Background: an optimization exercise with open tools, aiming at small area, a short achievable clock period and few clock cycles per item. Do not read the settings as production practice.
The RTL was checked by simulation tests, not by an equivalence proof against the original design.
Power and IR drop assume default switching activity.

`design/flow/config.mk`:
```
export PLATFORM = sky130hd
export DESIGN_NAME = kvtoe_top
export DESIGN_NICKNAME = kvtoe_top
export VERILOG_FILES = /design/flow/design.v
export SDC_FILE = /design/flow/constraint.sdc
export NUM_CORES = 4
export LEC_CHECK = 0
export CAP_MARGIN = 20
export CORE_MARGIN = 2
export CORE_UTILIZATION = 45
export SLEW_MARGIN = 20
export SYNTH_MEMORY_MAX_BITS = 8192
```
`design/flow/constraint.sdc`:
```
create_clock -name core_clock -period 7.0 [get_ports {clk}]
set_input_delay 1.4000 -clock core_clock [delete_from_list [all_inputs] [get_ports {clk}]]
set_output_delay 1.4000 -clock core_clock [all_outputs]
set_load 0.01 [all_outputs]
```
`design/flow/design.v`:
```
`default_nettype none
package kvtoe_pkg;
    localparam int ENTRIES = 32;
    localparam int IDX_W   = $clog2(ENTRIES);
    localparam int CNT_W   = $clog2(ENTRIES + 1);
    localparam int ENTRY_W = 64 + 64 + 32 + 1;   
    typedef enum logic [1:0] {
        OP_SET    = 2'd0,
        OP_GET    = 2'd1,
        OP_DELETE = 2'd2,
        OP_CLEAR  = 2'd3
    } t_opcode;
    typedef enum logic [1:0] {
        ST_OK        = 2'd0,
        ST_NOT_FOUND = 2'd1,
        ST_NO_ROOM   = 2'd2
    } t_status;
    typedef enum logic [1:0] {
        S_IDLE,
        S_FIND,
        S_VICTIM,
        S_SHIFT
    } t_state;
    typedef struct packed {
        t_opcode     opcode;
        logic [63:0] lookup_key;
        logic [63:0] new_value;
        logic        keep_flag;
        logic [31:0] now_time;
    } t_in_item;
    typedef struct packed {
        t_status     status;
        logic [63:0] found_value;
        logic [5:0]  entry_count;
    } t_out_item;
    typedef struct packed {
        logic [63:0] key;
        logic [63:0] value;
        logic [31:0] stamp;
        logic        kept;
    } t_entry;
endpackage
`default_nettype wire
`default_nettype none
module key_value_table_oldest_eviction_core(
    input  wire logic                  i_clk,
    input  wire logic                  i_rst_n,
    input  wire logic                  start,
    output logic                       busy,
    input  wire kvtoe_pkg::t_in_item   i_item,
    output logic                       o_strobe,
    output kvtoe_pkg::t_out_item       o_result
);
    logic [kvtoe_pkg::ENTRY_W-1:0] r_mem [0:kvtoe_pkg::ENTRIES-1];
    kvtoe_pkg::t_entry r_rd_data;
    kvtoe_pkg::t_state            r_state, n_state;
    logic [kvtoe_pkg::CNT_W-1:0]  r_count, n_count;
    logic [kvtoe_pkg::CNT_W-1:0]  r_idx, n_idx;
    logic              r_pend, n_pend;
    logic [kvtoe_pkg::IDX_W-1:0]  r_pidx, n_pidx;
    logic              r_have, n_have;
    logic [kvtoe_pkg::IDX_W-1:0]  r_victim, n_victim;
    logic [31:0]       r_best, n_best;
    kvtoe_pkg::t_in_item          r_in, n_in;
    logic              r_out_vld, n_out_vld;
    kvtoe_pkg::t_out_item         r_result, n_result;
    logic              rd_en;
    logic [kvtoe_pkg::IDX_W-1:0]  rd_addr;
    logic              wr_en;
    logic [kvtoe_pkg::IDX_W-1:0]  wr_addr;
    kvtoe_pkg::t_entry            wr_data;
    kvtoe_pkg::t_entry            new_entry;
    logic accept, scan_issue, scan_end, key_match, better, table_full;
    assign busy       = (r_state != kvtoe_pkg::S_IDLE);
    assign accept     = start && !busy;
    assign scan_issue = (r_idx < r_count);
    assign scan_end   = !r_pend && !scan_issue;
    assign key_match  = r_pend && (r_rd_data.key == r_in.lookup_key);
    assign better     = r_pend && !r_rd_data.kept &&
                        (!r_have || (r_rd_data.stamp < r_best));
    assign table_full = (r_count == kvtoe_pkg::CNT_W'(kvtoe_pkg::ENTRIES));
    assign new_entry.key   = r_in.lookup_key;
    assign new_entry.value = r_in.new_value;
    assign new_entry.stamp = r_in.now_time;
    assign new_entry.kept  = r_in.keep_flag;
    assign o_strobe = r_out_vld;
    assign o_result = r_result;
    always_comb begin
        n_state = r_state;
        unique case (r_state)
            kvtoe_pkg::S_IDLE: begin
                if (accept) begin
                    n_state = kvtoe_pkg::S_FIND;
                end
            end
            kvtoe_pkg::S_FIND: begin
                if (r_in.opcode == kvtoe_pkg::OP_CLEAR) begin
                    n_state = kvtoe_pkg::S_IDLE;
                end else if (key_match) begin
                    n_state = (r_in.opcode == kvtoe_pkg::OP_DELETE) ? kvtoe_pkg::S_SHIFT : kvtoe_pkg::S_IDLE;
                end else if (scan_end) begin
                    n_state = (r_in.opcode == kvtoe_pkg::OP_SET && table_full) ? kvtoe_pkg::S_VICTIM : kvtoe_pkg::S_IDLE;
                end
            end
            kvtoe_pkg::S_VICTIM: begin
                if (scan_end) begin
                    n_state = r_have ? kvtoe_pkg::S_SHIFT : kvtoe_pkg::S_IDLE;
                end
            end
            kvtoe_pkg::S_SHIFT: begin
                if (scan_end) begin
                    n_state = kvtoe_pkg::S_IDLE;
                end
            end
            default: n_state = kvtoe_pkg::S_IDLE;
        endcase
    end
    always_comb begin
        n_count   = r_count;
        n_idx     = r_idx;
        n_pend    = 1'b0;
        n_pidx    = r_pidx;
        n_have    = r_have;
        n_victim  = r_victim;
        n_best    = r_best;
        n_in      = r_in;
        n_out_vld = 1'b0;
        n_result  = r_result;
        rd_en     = 1'b0;
        rd_addr   = r_idx[kvtoe_pkg::IDX_W-1:0];
        wr_en     = 1'b0;
        wr_addr   = r_pidx;
        wr_data   = new_entry;
        if (r_state != kvtoe_pkg::S_IDLE && scan_issue) begin
            rd_en  = 1'b1;
            n_idx  = r_idx + kvtoe_pkg::CNT_W'(1);
            n_pend = 1'b1;
            n_pidx = r_idx[kvtoe_pkg::IDX_W-1:0];
        end
        unique case (r_state)
            kvtoe_pkg::S_IDLE: begin
                if (accept) begin
                    n_in   = i_item;
                    n_idx  = '0;
                    n_have = 1'b0;
                end
            end
            kvtoe_pkg::S_FIND: begin
                if (r_in.opcode == kvtoe_pkg::OP_CLEAR) begin
                    n_count   = '0;
                    n_out_vld = 1'b1;
                    n_result.status      = kvtoe_pkg::ST_OK;
                    n_result.found_value = '0;
                end else if (key_match) begin
                    n_out_vld = 1'b1;
                    n_result.status      = kvtoe_pkg::ST_OK;
                    n_result.found_value = '0;
                    unique case (r_in.opcode)
                        kvtoe_pkg::OP_SET: begin
                            wr_en   = 1'b1;
                            wr_addr = r_pidx;
                        end
                        kvtoe_pkg::OP_GET: begin
                            n_result.found_value = r_rd_data.value;
                        end
                        kvtoe_pkg::OP_DELETE: begin
                            n_out_vld = 1'b0;
                            n_idx     = kvtoe_pkg::CNT_W'(r_pidx) + kvtoe_pkg::CNT_W'(1);
                            n_pend    = 1'b0;
                        end
                        kvtoe_pkg::OP_CLEAR: begin
                            n_out_vld = 1'b1;
                        end
                        default: n_out_vld = 1'b1;
                    endcase
                end else if (scan_end) begin
                    n_result.found_value = '0;
                    if (r_in.opcode == kvtoe_pkg::OP_SET) begin
                        if (table_full) begin
                            n_idx = '0;
                        end else begin
                            wr_en     = 1'b1;
                            wr_addr   = r_count[kvtoe_pkg::IDX_W-1:0];
                            n_count   = r_count + kvtoe_pkg::CNT_W'(1);
                            n_out_vld = 1'b1;
                            n_result.status = kvtoe_pkg::ST_OK;
                        end
                    end else begin
                        n_out_vld = 1'b1;
                        n_result.status = kvtoe_pkg::ST_NOT_FOUND;
                    end
                end
            end
            kvtoe_pkg::S_VICTIM: begin
                if (better) begin
                    n_have   = 1'b1;
                    n_victim = r_pidx;
                    n_best   = r_rd_data.stamp;
                end
                if (scan_end) begin
                    if (r_have) begin
                        n_idx  = kvtoe_pkg::CNT_W'(r_victim) + kvtoe_pkg::CNT_W'(1);
                        n_pend = 1'b0;
                    end else begin
                        n_out_vld = 1'b1;
                        n_result.status      = kvtoe_pkg::ST_NO_ROOM;
                        n_result.found_value = '0;
                    end
                end
            end
            kvtoe_pkg::S_SHIFT: begin
                if (r_pend) begin
                    wr_en   = 1'b1;
                    wr_addr = r_pidx - kvtoe_pkg::IDX_W'(1);
                    wr_data = r_rd_data;
                end
                if (scan_end) begin
                    n_out_vld = 1'b1;
                    n_result.status      = kvtoe_pkg::ST_OK;
                    n_result.found_value = '0;
                    if (r_in.opcode == kvtoe_pkg::OP_SET) begin
                        wr_en   = 1'b1;
                        wr_addr = kvtoe_pkg::IDX_W'(r_count - kvtoe_pkg::CNT_W'(1));
                        wr_data = new_entry;
                    end else begin
                        n_count = r_count - kvtoe_pkg::CNT_W'(1);
                    end
                end
            end
            default: begin
                n_out_vld = 1'b0;
            end
        endcase
        n_result.entry_count = 6'(n_count);
    end
    always_ff @(posedge i_clk) begin
        if (!i_rst_n) begin
            r_state   <= kvtoe_pkg::S_IDLE;
            r_count   <= '0;
            r_pend    <= 1'b0;
            r_out_vld <= 1'b0;
        end else begin
            r_state   <= n_state;
            r_count   <= n_count;
            r_pend    <= n_pend;
            r_out_vld <= n_out_vld;
        end
    end
    always_ff @(posedge i_clk) begin
        r_idx    <= n_idx;
        r_pidx   <= n_pidx;
        r_have   <= n_have;
        r_victim <= n_victim;
        r_best   <= n_best;
        r_in     <= n_in;
        r_result <= n_result;
    end
    always_ff @(posedge i_clk) begin
        if (rd_en) begin
            r_rd_data <= r_mem[rd_addr];
        end
        if (wr_en) begin
            r_mem[wr_addr] <= wr_data;
        end
    end
endmodule
`default_nettype wire
`default_nettype none
module kvtoe_top(
    input  wire logic        clk,
    input  wire logic        rst_n,
    input  wire logic        start,
    output logic             busy,
    input  wire logic [1:0]  in_opcode,
    input  wire logic [63:0] in_key,
    input  wire logic [63:0] in_value,
    input  wire logic        in_keep,
    input  wire logic [31:0] in_time,
    output logic             out_strobe,
    output logic [1:0]       out_status,
    output logic [63:0]      out_value,
    output logic [5:0]       out_count
);
    kvtoe_pkg::t_in_item  item;
    kvtoe_pkg::t_out_item result;
    assign item.opcode     = kvtoe_pkg::t_opcode'(in_opcode);
    assign item.lookup_key = in_key;
    assign item.new_value  = in_value;
    assign item.keep_flag  = in_keep;
    assign item.now_time   = in_time;
    key_value_table_oldest_eviction_core u_core (
        .i_clk    (clk),
        .i_rst_n  (rst_n),
        .start    (start),
        .busy     (busy),
        .i_item   (item),
        .o_strobe (out_strobe),
        .o_result (result)
    );
    assign out_status = result.status;
    assign out_value  = result.found_value;
    assign out_count  = result.entry_count;
endmodule
`default_nettype wire
```
`design/flow/run.sh`:
```
#!/bin/bash
# synth_recipe.tcl (not shown) runs the flow's synth.tcl, then flattens the netlist and writes it again
# the make line also repeats each setting of config.mk as NAME=value (left out here)
make -C /OpenROAD-flow-scripts/flow DESIGN_CONFIG=/design/flow/config.mk WORK_HOME=/design/flow/orfs CLKGATE_MAP_FILE= SYNTH_SCRIPT=/design/flow/synth_recipe.tcl finish
```
==> reports/qor.txt <==
Status -> complete, no violations
Largest net degree at the start of global routing -> 123
DP HPWL -> 303900 um
Routed Antenna Nets -> 0
Worst-Skew Late Latency -> 1.08 ns
R2r setup slk -> 1.56 ns
Die Span X -> 696.2 um
Post-route cell area -> 0.2457 mm^2
Pleak -> 75.03 nW
Yosys top cell by area -> edfxtp_1
Clock root cell -> clkbuf_16
Post-CTS setup buffer count -> 0
Synth Instances -> 9782
Power per cell area -> 361.9 mW/mm^2
Die Span Y -> 696.2 um
Ports -> 240
Tot Pwr -> 88.93 mW
RSZ-0062 raised after global routing -> no
Initial antenna violation count -> 39
Post-DR wirelength/cell -> 34.07 um
Vias -> 105.3k
Vias per cell -> 6.130
Post-synth EDFFs -> 5585
FF+latch count, synth -> 5607
Worst hold path type -> reg -> reg
CTS buffer count -> 583
Synth top area cells -> edfxtp_1, mux4_2, mux2i_1
H-tree Lvls -> 6
DP Cell Count -> 16.12k
Min-delay src -> u_core.r_rd_data[7]$_DFFE_PN_
Clock Path Buffers -> 4
Global placement routability congestion -> 0.8376
Required time worst endpoint -> 7.67 ns
Total gr overflow -> 0
Fin nets -> 10.52k
Hold endpoint -> u_core.r_best[6]$_DFFE_PP_
Syn Area/Cell -> 22.04 um^2
CTS tree -> built
Reg-to-Reg End -> u_core.r_mem[12][43]$_DFFE_PP_
First-pass GRT wire length -> 818300 um
FMAX -> 183.8 MHz
CP Max Fanout -> 37
Tot GR Track Use -> 0.2380
Rows -> 254
Core area -> 0.4780 mm^2
Post-Place Setup Slack -> 1.741 ns
Setup tns final -> 0 ns
Worst VDD drop -> 285.2 uV
Mapped Nets -> 9998
Final wirelength -> 585300 um
Min Clock Period, post-route -> 5.440 ns
Distinct cells, synth -> 69
Endpoints failing setup -> 0
Synth top area share -> 0.7779
Flip-flop and latch area -> 0.1682 mm^2
Area occupied by multi-input gates -> 0.04547 mm^2
Top FF cell, synth -> edfxtp_1
Async set-or-reset flop fraction in the synthesized netlist -> 0
Ratio of cells with drive above 1 in the final layout -> 0.2442
Post-CTS sizing -> 0
Area growth from synthesis to layout -> 13.97%
Worst r2r src -> u_core.r_idx[3]$_DFF_P_
CP Class -> reg -> reg
Post-synthesis sequential area ratio -> 0.7799
Startpoint Class -> flip-flop
YS warnings -> 1
Synthesized area -> 0.2156 mm^2
Fin. Hold Viols -> 0
R2r worst-path depth -> 11
Final cycle utilization of the critical path -> 0.7771
Slew Viols, Final -> 0
Max-cap violations -> 0
Hold-fix buffer count after cts -> 0
Worst-path clk slew -> 0.06 ns
Slew @ Worst Pin -> 1.318 ns
WHS Path Cells -> 0
Port Buf Inserts -> 239
Starting DRT DRC Count -> 13.69k
Top-count cell post-synth -> edfxtp_1
Commonest cells post-synth -> edfxtp_1, mux4_2, mux2i_1
Initial core utilization -> 0.4511
Vias in the first global route -> 106.4k
Final setup margin -> 1.560 ns
Max_slew headroom -> 0.1214
CP endpoint kind -> flip-flop
Final Skew -> 0.08991 ns
Initial DRT Pass Iterations -> 6
Non-filler cells, final -> 17.18k
Fill count -> 37.01k
Clock sink total -> 5607
Area after DPL -> 0.2272 mm^2
Residual DRC -> 0
Die ar. -> 0.4847 mm^2
Worst path arrival time -> 6.11 ns
routing by layer:
metal,vias up,global-route usage,share of wire
met4,8,0.06700,0.029
met1,56960,0.3380,0.41
li1,42470,-,-
met2,4962,0.3868,0.48
met3,885,0.03561,0.079
met5,-,0,0.000085
state kept, by name (all words and copies together) (netlist names):
register / cells
u_core.r_out_vld: 1
u_core.r_pidx: 5
u_core.r_result: 72
u_core.r_best: 32
u_core.r_count: 6
u_core.r_idx: 6
u_core.r_mem: 5152
u_core.r_rd_data: 161
u_core.r_in: 163
u_core.r_victim: 5
u_core.r_pend: 1
u_core.r_have: 1
u_core.r_state: 2
layout by cell type, fill, tap and decap left out, drive strengths merged, types with 50 or more instances in the layout:
cell type / instances
mux2: 401
clkbuf: 705
a21oi: 209
nor2b: 53
mux2i: 490
o221ai: 228
edfxtp: 5585
o22ai: 98
mux4: 1148
nand2: 265
a22o: 65
buf: 218
o21ai: 210
inv: 91
nor2: 50
clkdlybuf4s50: 239
clkinv: 249
ha: 50
layout make-up:
cell class,instances,area share
Clock inverter,330,0.01268
Antenna cell,24,0.0002444
Sequential cell,5607,0.6844
Multi-Input combinational cell,3590,0.1851
Timing Repair Buffer,457,0.02198
Tap cell,6400,0.03259
Inverter,63,0.0009624
Clock buffer,705,0.06210
logic make-up after synthesis:
kind of cell | share of synthesized area
AOI/OAI and AO/OA | 0.02838
xor gates and xnor gates | 0.002762
adders and majority gates | 0.002902
buffers and inverters | 0.01083
DFF | 0.7799
muxes | 0.1636
and+or+nand+nor | 0.01158
worst max-delay path: stages, from the launching register on:
cell	delay [ns]
dfxtp_4	1.02
ha_1	0.38
o21a_1	0.12
nor2_1	0.15
o31a_1	0.54
nor2_1	0.23
o211ai_1	0.29
a22oi_2	0.11
buf_4	0.26
or3_1	0.56
nor2_4	0.89
buf_12	0.36
through the flow:
| stage | hold WS (ns) | util |
|---|---|---|
| final | 0.4976 | 0.5141 |
| after global routing | 0.4987 | 0.5140 |
| after CTS | 0.4767 | 0.5138 |
| after detailed placement | 0.4770 | 0.4754 |
| after global placement | 0.4747 | 0.4751 |
| after floorplan | 0.4244 | - |
worst max-delay path by stage:
stage                                      start                        endpoint
detailed placement       u_core.r_idx[3]$_DFF_P_  u_core.r_mem[12][38]$_DFFE_PP_
finish                   u_core.r_idx[3]$_DFF_P_  u_core.r_mem[12][43]$_DFFE_PP_
global placement       u_core.r_in[97]$_DFFE_PP_  u_core.r_mem[14][69]$_DFFE_PP_
global route             u_core.r_idx[3]$_DFF_P_  u_core.r_mem[12][43]$_DFFE_PP_
CTS                      u_core.r_idx[3]$_DFF_P_  u_core.r_mem[12][49]$_DFFE_PP_
floorplan           u_core.r_count[0]$_SDFF_PN0_    u_core.r_mem[1][0]$_DFFE_PP_
report_power, final:
part           leakage, nW  switching (mW)  internal (mW)  total, mW
logic                 15.5            10.3           7.46       17.8
clock network         8.97            13.0           17.1       30.1
registers             50.6           0.765           40.3       41.1
Testbench counts, summed over its fixed seeds: cycles 168,126, items 5,029.

## separate check: timing with driven ports
In the flow no input, the clock included, has a driving cell. The finished layout below was timed again as built, in two steps. Step 1 sets driving cells, clkbuf_16 on the clock port and buf_2 on the other inputs (assumed; they add their load-dependent delay and slew). Step 2 adds t to the input delays and takes it off the output delays; t is the mean of the earliest and latest rising clock arrival at the registers after step 1. Input paths then give back, and output paths get back, about the clock's delay inside the block. Slacks: ideal ports / drivers / drivers and shift; pairs: ideal ports / drivers.
shift t [ns]: 1.149
slack for setup (ns): 1.560 / 1.560 / 1.560
worst setup path at the end: register to register
pins driven straight from the clock port: 1
After both steps setup and hold are still met in this run. For this run, drivers alone change the setup slack by 0.000 ns; drivers and shift together by 0.000 ns.
